This design comes from an exercise in tuning for small area, a short achievable clock period and few clock cycles per item on the open sky130 flow, not from production work.
The RTL was checked by simulation tests, not by an equivalence proof against the original design.
Power is estimated from default activity; no workload was simulated.

`design/flow/run.sh`:
```
#!/bin/bash
# synth_recipe.tcl (not shown) runs the flow's synth.tcl, then flattens the netlist and writes it again
# the make line also repeats each setting of config.mk as NAME=value (left out here)
make -C /OpenROAD-flow-scripts/flow DESIGN_CONFIG=/design/flow/config.mk WORK_HOME=/design/flow/orfs CLKGATE_MAP_FILE= SYNTH_SCRIPT=/design/flow/synth_recipe.tcl finish
```
`design/flow/config.mk`:
```
export PLATFORM = sky130hd
export DESIGN_NAME = preemptive_priority_scheduler
export DESIGN_NICKNAME = preemptive_priority_scheduler
export VERILOG_FILES = /design/flow/design.v
export SDC_FILE = /design/flow/constraint.sdc
export NUM_CORES = 4
export LEC_CHECK = 0
export CAP_MARGIN = 20
export CORE_MARGIN = 2
export CORE_UTILIZATION = 55
export CTS_CLUSTER_DIAMETER = 100
export CTS_CLUSTER_SIZE = 30
export SLEW_MARGIN = 20
```
`design/flow/constraint.sdc`:
```
create_clock -name core_clock -period 6.0 [get_ports {clock}]
set_input_delay 1.2000 -clock core_clock [delete_from_list [all_inputs] [get_ports {clock}]]
set_output_delay 1.2000 -clock core_clock [all_outputs]
set_load 0.01 [all_outputs]
```
`design/flow/design.v`:
```
`default_nettype none
module preemptive_priority_scheduler(
   input  wire              clock,
   input  wire              reset,
   input  wire              start,
   output logic             busy,
   input  wire [32:0]       req_data,
   output logic             rsp_valid,
   output logic [105:0]     rsp_data
);
   localparam int N = 16;
   function automatic logic [31:0] add32(input logic [31:0] a, input logic [31:0] b,
                                         input logic cin);
      logic [31:0] p, g, p0;
      p0 = a ^ b;
      p  = p0;
      g  = a & b;
      g[0] = g[0] | (p[0] & cin);
      for (int d = 1; d < 32; d = d * 2) begin
         for (int i = 31; i >= d; i--) begin
            g[i] = g[i] | (p[i] & g[i-d]);
            p[i] = p[i] & p[i-d];
         end
      end
      add32[0] = p0[0] ^ cin;
      for (int i = 1; i < 32; i++) add32[i] = p0[i] ^ g[i-1];
   endfunction
   function automatic logic [3:0] pop8(input logic [7:0] v);
      logic [1:0] a, b, c, d;
      logic [2:0] e, f;
      a = {1'b0, v[0]} + {1'b0, v[1]};
      b = {1'b0, v[2]} + {1'b0, v[3]};
      c = {1'b0, v[4]} + {1'b0, v[5]};
      d = {1'b0, v[6]} + {1'b0, v[7]};
      e = {1'b0, a} + {1'b0, b};
      f = {1'b0, c} + {1'b0, d};
      pop8 = {1'b0, e} + {1'b0, f};
   endfunction
   logic        bv_ff;
   logic [32:0] req_ff;
   logic [N-1:0] nb_ff;             
   wire         op      = req_ff[32];
   wire [7:0]   r_id    = req_ff[31:24];
   wire [7:0]   r_pri   = req_ff[23:16];
   wire [15:0]  r_burst = req_ff[15:0];
   logic [N-1:0] valid_ff;
   logic [3:0]   rank_ff  [0:N-1];
   logic [7:0]   id_ff    [0:N-1];
   logic [7:0]   pri_ff   [0:N-1];
   logic [31:0]  arr_ff   [0:N-1];
   logic [15:0]  rem_ff   [0:N-1];
   logic [15:0]  bur_ff   [0:N-1];
   logic [31:0]  now_ff;
   logic [15:0]  cur_rem_ff;        
   logic [N-1:0] pend_ff;           
   logic [3:0]   pca_ff, pcb_ff;
   logic         dirty_ff;          
   logic [4:0]   scan_ff;           
   logic [N-1:0] abeat_ff;          
   wire [3:0] pc      = pca_ff + pcb_ff;
   wire       pc_zero = (pca_ff == 4'd0) && (pcb_ff == 4'd0);
   wire       pc_one  = ((pca_ff == 4'd1) && (pcb_ff == 4'd0)) ||
                        ((pca_ff == 4'd0) && (pcb_ff == 4'd1));
   logic [N-1:0] win, sec;
   logic [N-1:0] below_free;        
   logic [N-1:0] free1h;
   logic [3:0]   base [0:N-1];
   always_comb begin
      for (int j = 0; j < N; j++) begin
         win[j]  = valid_ff[j] && (pend_ff[j] ? pc_zero : (rank_ff[j] == 4'd0));
         sec[j]  = valid_ff[j] && (pend_ff[j] ? pc_one  : (rank_ff[j] == 4'd1));
         base[j] = pend_ff[j] ? pc : rank_ff[j];
      end
      below_free[0] = 1'b0;
      for (int j = 1; j < N; j++) begin
         below_free[j] = below_free[j-1] | ~valid_ff[j-1];
      end
      free1h = ~valid_ff & ~below_free;
   end
   wire any    = |valid_ff;
   wire full   = &valid_ff;
   wire zero_b = (r_burst == 16'd0);
   assign busy = bv_ff & ~op & dirty_ff & (scan_ff != 5'd17);
   wire commit  = bv_ff & ~busy;
   wire do_adm  = commit & ~op & ~zero_b & ~full;
   wire do_tick = commit & op;
   wire run     = do_tick & any;
   wire fin     = run & (cur_rem_ff == 16'd1);
   wire beats_w = ~any | |(win & nb_ff);
   logic [N-1:0] rsel;
   logic [15:0]  rem_s;
   logic [7:0]   id_r;
   logic [31:0]  arr_r;
   logic [15:0]  bur_r;
   always_comb begin
      rsel = win;
      if (busy) begin
         rsel = '0;
         rsel[scan_ff[3:0]] = ~scan_ff[4];
      end
      rem_s = '0;
      id_r  = '0;
      arr_r = '0;
      bur_r = '0;
      for (int j = 0; j < N; j++) begin
         rem_s = rem_s | (rem_ff[j] & {16{sec[j]}});
         id_r  = id_r  | (id_ff[j]  & {8{rsel[j]}});
         arr_r = arr_r | (arr_ff[j] & {32{rsel[j]}});
         bur_r = bur_r | (bur_ff[j] & {16{rsel[j]}});
      end
   end
   logic [15:0] cur_dec;
   always_comb begin
      for (int i = 0; i < 16; i++) begin
         cur_dec[i] = cur_rem_ff[i] ^ ~|(cur_rem_ff & ((16'd1 << i) - 16'd1));
      end
   end
   wire [15:0] wd_rem = op ? cur_dec : r_burst;
   wire [N-1:0] lose = valid_ff & ~nb_ff;
   logic [31:0] r1_arr;
   wire [3:0] scan_k = scan_ff[3:0] - 4'd1;
   wire       scan_abeat = (now_ff < r1_arr) ||
                           ((now_ff == r1_arr) && below_free[scan_k]);
   wire       scan_cmp = busy && (scan_ff != 5'd0) && (scan_ff <= 5'd16);
   always_ff @(posedge clock) begin
      for (int j = 0; j < N; j++) begin
         if (do_adm && free1h[j]) begin
            id_ff[j]  <= r_id;
            pri_ff[j] <= r_pri;
            arr_ff[j] <= now_ff;
            bur_ff[j] <= r_burst;
         end
         if ((do_adm && free1h[j]) || (run && win[j])) begin
            rem_ff[j] <= wd_rem;
         end
         if (do_adm) begin
            rank_ff[j] <= base[j] + {3'd0, nb_ff[j]};
         end else if (fin) begin
            rank_ff[j] <= base[j] - 4'd1;
         end else begin
            rank_ff[j] <= base[j];
         end
         if (scan_cmp && scan_k == 4'(j)) begin
            abeat_ff[j] <= scan_abeat;
         end
      end
      pca_ff <= pop8(lose[7:0]);
      pcb_ff <= pop8(lose[15:8]);
      if (run) begin
         cur_rem_ff <= fin ? rem_s : cur_dec;
      end else if (do_adm && beats_w) begin
         cur_rem_ff <= r_burst;
      end
   end
   logic [31:0] now_inc;
   always_comb begin
      for (int i = 0; i < 32; i++) begin
         now_inc[i] = now_ff[i] ^ &(now_ff | ~((32'd1 << i) - 32'd1));
      end
   end
   always_ff @(posedge clock) begin
      if (reset) begin
         valid_ff <= '0;
         pend_ff  <= '0;
         now_ff   <= '0;
         dirty_ff <= 1'b0;
         scan_ff  <= '0;
      end else begin
         if (do_adm) begin
            valid_ff <= valid_ff | free1h;
         end else if (fin) begin
            valid_ff <= valid_ff & ~win;
         end
         pend_ff <= do_adm ? free1h : '0;
         if (do_tick) begin
            now_ff <= now_inc;
         end
         if (do_tick && (&now_ff) && any) begin
            dirty_ff <= 1'b1;
         end else if (!any && !do_adm) begin
            dirty_ff <= 1'b0;
         end
         if (busy) begin
            scan_ff <= scan_ff + 5'd1;
         end else if (commit) begin
            scan_ff <= '0;
         end
      end
   end
   wire [7:0] c_pri = busy ? r_pri : req_data[23:16];
   always_ff @(posedge clock) begin
      if (reset) begin
         bv_ff <= 1'b0;
      end else if (!busy) begin
         bv_ff <= start;
      end
      if (!busy) begin
         req_ff <= req_data;
      end
      for (int j = 0; j < N; j++) begin
         nb_ff[j] <= {c_pri, ~(dirty_ff & abeat_ff[j] & ~(do_adm & free1h[j]))}
                   < {((do_adm && free1h[j]) ? r_pri : pri_ff[j]), 1'b1};
      end
   end
   logic        r1_v, r2_v;
   logic [1:0]  r1_kind;
   logic [7:0]  r1_id;
   logic [15:0] r1_bur;
   logic [105:0] r2_data;
   wire adm_rsp = commit & ~op & (zero_b | full);
   wire [31:0] nbx = ~{16'd0, r1_bur};
   wire [31:0] na  = ~r1_arr;
   wire [31:0] cs_s = now_ff ^ na ^ nbx;
   wire [31:0] cs_c = (now_ff & na) | (now_ff & nbx) | (na & nbx);
   wire [31:0] tat  = add32(now_ff, na, 1'b1);
   wire [31:0] wt   = add32(cs_s, {cs_c[30:0], 1'b1}, 1'b1);
   always_ff @(posedge clock) begin
      if (reset) begin
         r1_v <= 1'b0;
         r2_v <= 1'b0;
      end else begin
         r1_v <= adm_rsp | fin;
         r2_v <= r1_v;
      end
      r1_kind <= op ? 2'd0 : (zero_b ? 2'd2 : 2'd1);
      r1_id   <= op ? id_r : r_id;
      r1_arr  <= arr_r;
      r1_bur  <= bur_r;
      if (r1_kind == 2'd0) begin
         r2_data <= {r1_kind, r1_id, now_ff, tat, wt};
      end else begin
         r2_data <= {r1_kind, r1_id, 96'd0};
      end
   end
   assign rsp_valid = r2_v;
   assign rsp_data  = r2_data;
endmodule
`default_nettype wire
```
==> reports/results.ini <==
[final_layout]
seqCellArea_mm2 = 0.04561
multiInputGateArea_mm2 = 0.02046
fill_cells = 9594
nets = 5366
fin_util = 0.6077
fin_cells = 6702
syn_to_final_growth_pct = 9.303
drive_above_1_share = 0.06936

[routing]
routedWlPerCell_um = 29.83
wirelength_mm = 199.9
first_pass_iters = 6
drc = 0
vias = 42620
viasPerCell = 6.360
drtAntennaViolNets = 0
drtIter0Drc = 4792

[placed_design]
place.gp.congestion = 0.8883
portBuffers = 143
dp_cells = 6580
hpwl_mm = 123.0
place_ws_ns = 1.090

[timing]
max-slew-margin-rel = 0.1311
fmax_mhz = 203.7
worst_pin_slew_ns = 1.270
min_period_ns = 4.909
tns_ns = 0
setup_violations = 0
fin_skew_ns = 0.03781
layout_setup_ws_ns = 1.091
rsz0062_at_grt = false
timing_hold_violations_final = 0
layout_worst_path_cycle_share = 0.8181
slew_viol_final = 0

[setup_path]
end_kind = register
worstSetupStartpointType = register
crit_required_ns = 6.33
criticalPathCategory = register to register
cp_max_fo = 22
crit_arrival_ns = 5.24

[clock_tree]
hold_buffers = 0
insertion_delay_ns = 0.70
cts_buffers = 67
cts_sinks = 1670
cts_tree = built
clockBufferDepth = 3
cts_htree_levels = 3
ctsRootBufferMaster = clkbuf_16
cts_resized = 0
cts_setup_buffers = 0
clkTransAtPathRegs_ns = 0.11

[floorplanning]
initial_utilization = 0.5560
dieArea_mm2 = 0.1262
core_mm2 = 0.1220
fp.dieH_um = 355.2
die_w_um = 355.2
rows = 128
io_pins = 144

[yosys]
synth_nets = 5241
synth_compound_area_frac = 0.1246
synth_area_mm2 = 0.06785
synth-edff-count = 1217
synthFlopType = edfxtp_1
synth_top_family_by_area = compound AO/OA/AOI/OAI gates
synth.area.top_cells = edfxtp_1 54%, dfxtp_1 13%, ha_1 5.1%, a221oi_1 3.1%, a22o_1 2.8%
yosysMostFrequentCell = edfxtp_1
synth_simple_gate_area_frac = 0.06987
synth_xor_area_frac = 0.01601
synth_mux_area_frac = 0.02578
yosysTopAreaCell = edfxtp_1
synth_cell_types = 83
ys_ff_latch = 1670
syn_inst = 4900
ys_seq_area_frac = 0.6722
syn_avg_cell_area_um2 = 13.85
synth_fa_ha_area_frac = 0.05912
yosys_warnings = 8
synthArstFlopShare = 0
synth_top_area_share = 0.5386
synth_commonest_cells = 1217 x edfxtp_1, 453 x dfxtp_1, 316 x inv_1, 279 x ha_1, 266 x nor2_1

[global_route]
grt_usage = 0.3146
grt_overflow = 0
grt_max_degree = 57
grt_pass1_vias = 40810
antenna_found_initial = 7
grt_pass1_wl_mm = 287.7

[power]
swShare = 0.2371
p_leak_uw = 0.02657
powerDensity_mw_per_mm2 = 280.9
p_seq_frac = 0.622
power_frac_clock = 0.278
intPower_uw = 15900
switchingPower_uw = 4940
vdd_drop_max_uv = 279.0
power.share.combinational = 0.099

[status]
status = complete, no violations

[min_path]
hp-class = register to register

[run]
maxCapViolations = 0

## state kept, by name, indices dropped and copies added (netlist names), 32 cells and up
| name | count |
|---|---|
| arr_ff | 512 |
| bur_ff | 256 |
| rem_ff | 256 |
| id_ff | 128 |
| pri_ff | 128 |
| r2_data | 106 |
| rank_ff | 64 |
| req_ff | 33 |
| now_ff | 32 |
| r1_arr | 32 |
## power by group through the flow
stage                     clock network [uW]  registers [uW]  logic (uW)
after floorplan                            0           13200        1350
after global placement                     0           13200        2030
after detailed placement                   0           13200        2060
after CTS                               5880           13000        2070
after global routing                    6230           13000        2310
final                                   5800           13000        2070
## critical path: stages (launching register included)
cell      delay, ns
dfxtp_1        0.89
ha_1           0.54
o2111a_1       0.33
o31ai_1        0.10
a31oi_1        0.36
a221oi_1       0.63
o21ai_0        0.30
o31ai_1        0.48
o21a_1         0.87
## final cells by class
class                      count  share of cell area
sequential                  1670              0.6150
inverter                     319             0.01630
clock inverter                11            0.001383
antenna                        2          0.00006748
clock buffer                 108             0.02568
multi-input combinational   2665              0.2758
timing repair buffer         302             0.03831
tap                         1625             0.02741
## layout by cell type, fill, tap and decap left out, types with 30 or more instances in the layout
cell / synthesis / routed
a22oi_1: 135 / 135
a221oi_1: 243 / 243
nor2b_1: 65 / 62
ha_1: 279 / 279
clkbuf_1: 172 / 37
dfxtp_1: 453 / 453
and2_1: 32 / 32
a21o_1: 48 / 48
xnor2_1: 94 / 93
inv_1: 316 / 308
o21ai_0: 106 / 96
a21oi_1: 140 / 140
xor2_1: 30 / 30
nand4_1: 133 / 133
nand3_1: 80 / 79
mux2_2: 31 / 31
nor2_1: 266 / 259
nand2_1: 187 / 186
nor3_1: 44 / 40
buf_4: 2 / 143
mux2i_1: 137 / 136
clkdlybuf4s50_1: 0 / 142
clkbuf_16: 0 / 70
edfxtp_1: 1217 / 1217
nand2b_1: 46 / 46
a22o_1: 218 / 218
## worst paths after layout
| check | depth (start not counted) | from | slack, ns | to |
|---|---|---|---|---|
| max reg2reg | 8 | now_ff[5] | 1.09 | abeat_ff[2] |
| max | 8 | now_ff[5] | 1.09 | abeat_ff[2] |
| min | 0 | r1_id[7] | 0.34 | r2_data[103] |
| min reg2reg | 0 | r1_id[7] | 0.34 | r2_data[103] |
## cell families (layout without fill, tap and decap cells)
| group | count (synthesis) | count (layout) |
|---|---|---|
| AOI/OAI and AO/OA | 1118 | 1118 |
| xor gates and xnor gates | 124 | 124 |
| adders and majority gates | 305 | 305 |
| buffers and inverters | 565 | 740 |
| DFF | 1670 | 1670 |
| muxes | 170 | 170 |
| other | 0 | 2 |
| and+or+nand+nor | 948 | 948 |
## metal layers
layer	track usage	part of all wire	vias up
li1	-	-	19000
met2	0.5265	0.48	1836
met5	0	0.00017	-
met3	0.04190	0.077	258
met4	0.08610	0.030	6
met1	0.4343	0.41	21530
## stage by stage
stage	hold WS, ns	cell area, um^2	power, uW
after detailed placement	0.3143	72130	15280
after global routing	0.3439	74160	21550
after floorplan	0.3096	67860	14520
after global placement	0.3123	72040	15250
after CTS	0.3397	74130	20900
final	0.3379	74170	20840
Testbench counts, summed over its fixed seeds: cycles 12,018, beats 12,000.

==> static timing again, ports no longer ideal <==
In the flow no input, the clock included, has a driving cell. The finished layout below was timed again as built, in two steps. Step 1 assumes that a clkbuf_16 drives the clock port and a buf_2 every other input. Step 2 moves the port delays by t, midway between the first and last clock arrival at a register: inputs arrive t later, outputs are due t later. That takes back most of the time a late clock gives input paths. a / b / c = no drivers / after step 1 / after step 2; a / b = the first two.
t (ns): 0.750
setup slack, ns: 1.091 / 1.091 / 1.091
hold slack, ns: 0.338 / 0.338 / 0.338
worst register clock-pin slew, ns: 0.12 / 0.12
After both steps this run still meets setup and hold. For this run, drivers alone change the setup slack by 0.000 ns; drivers and shift together by 0.000 ns.
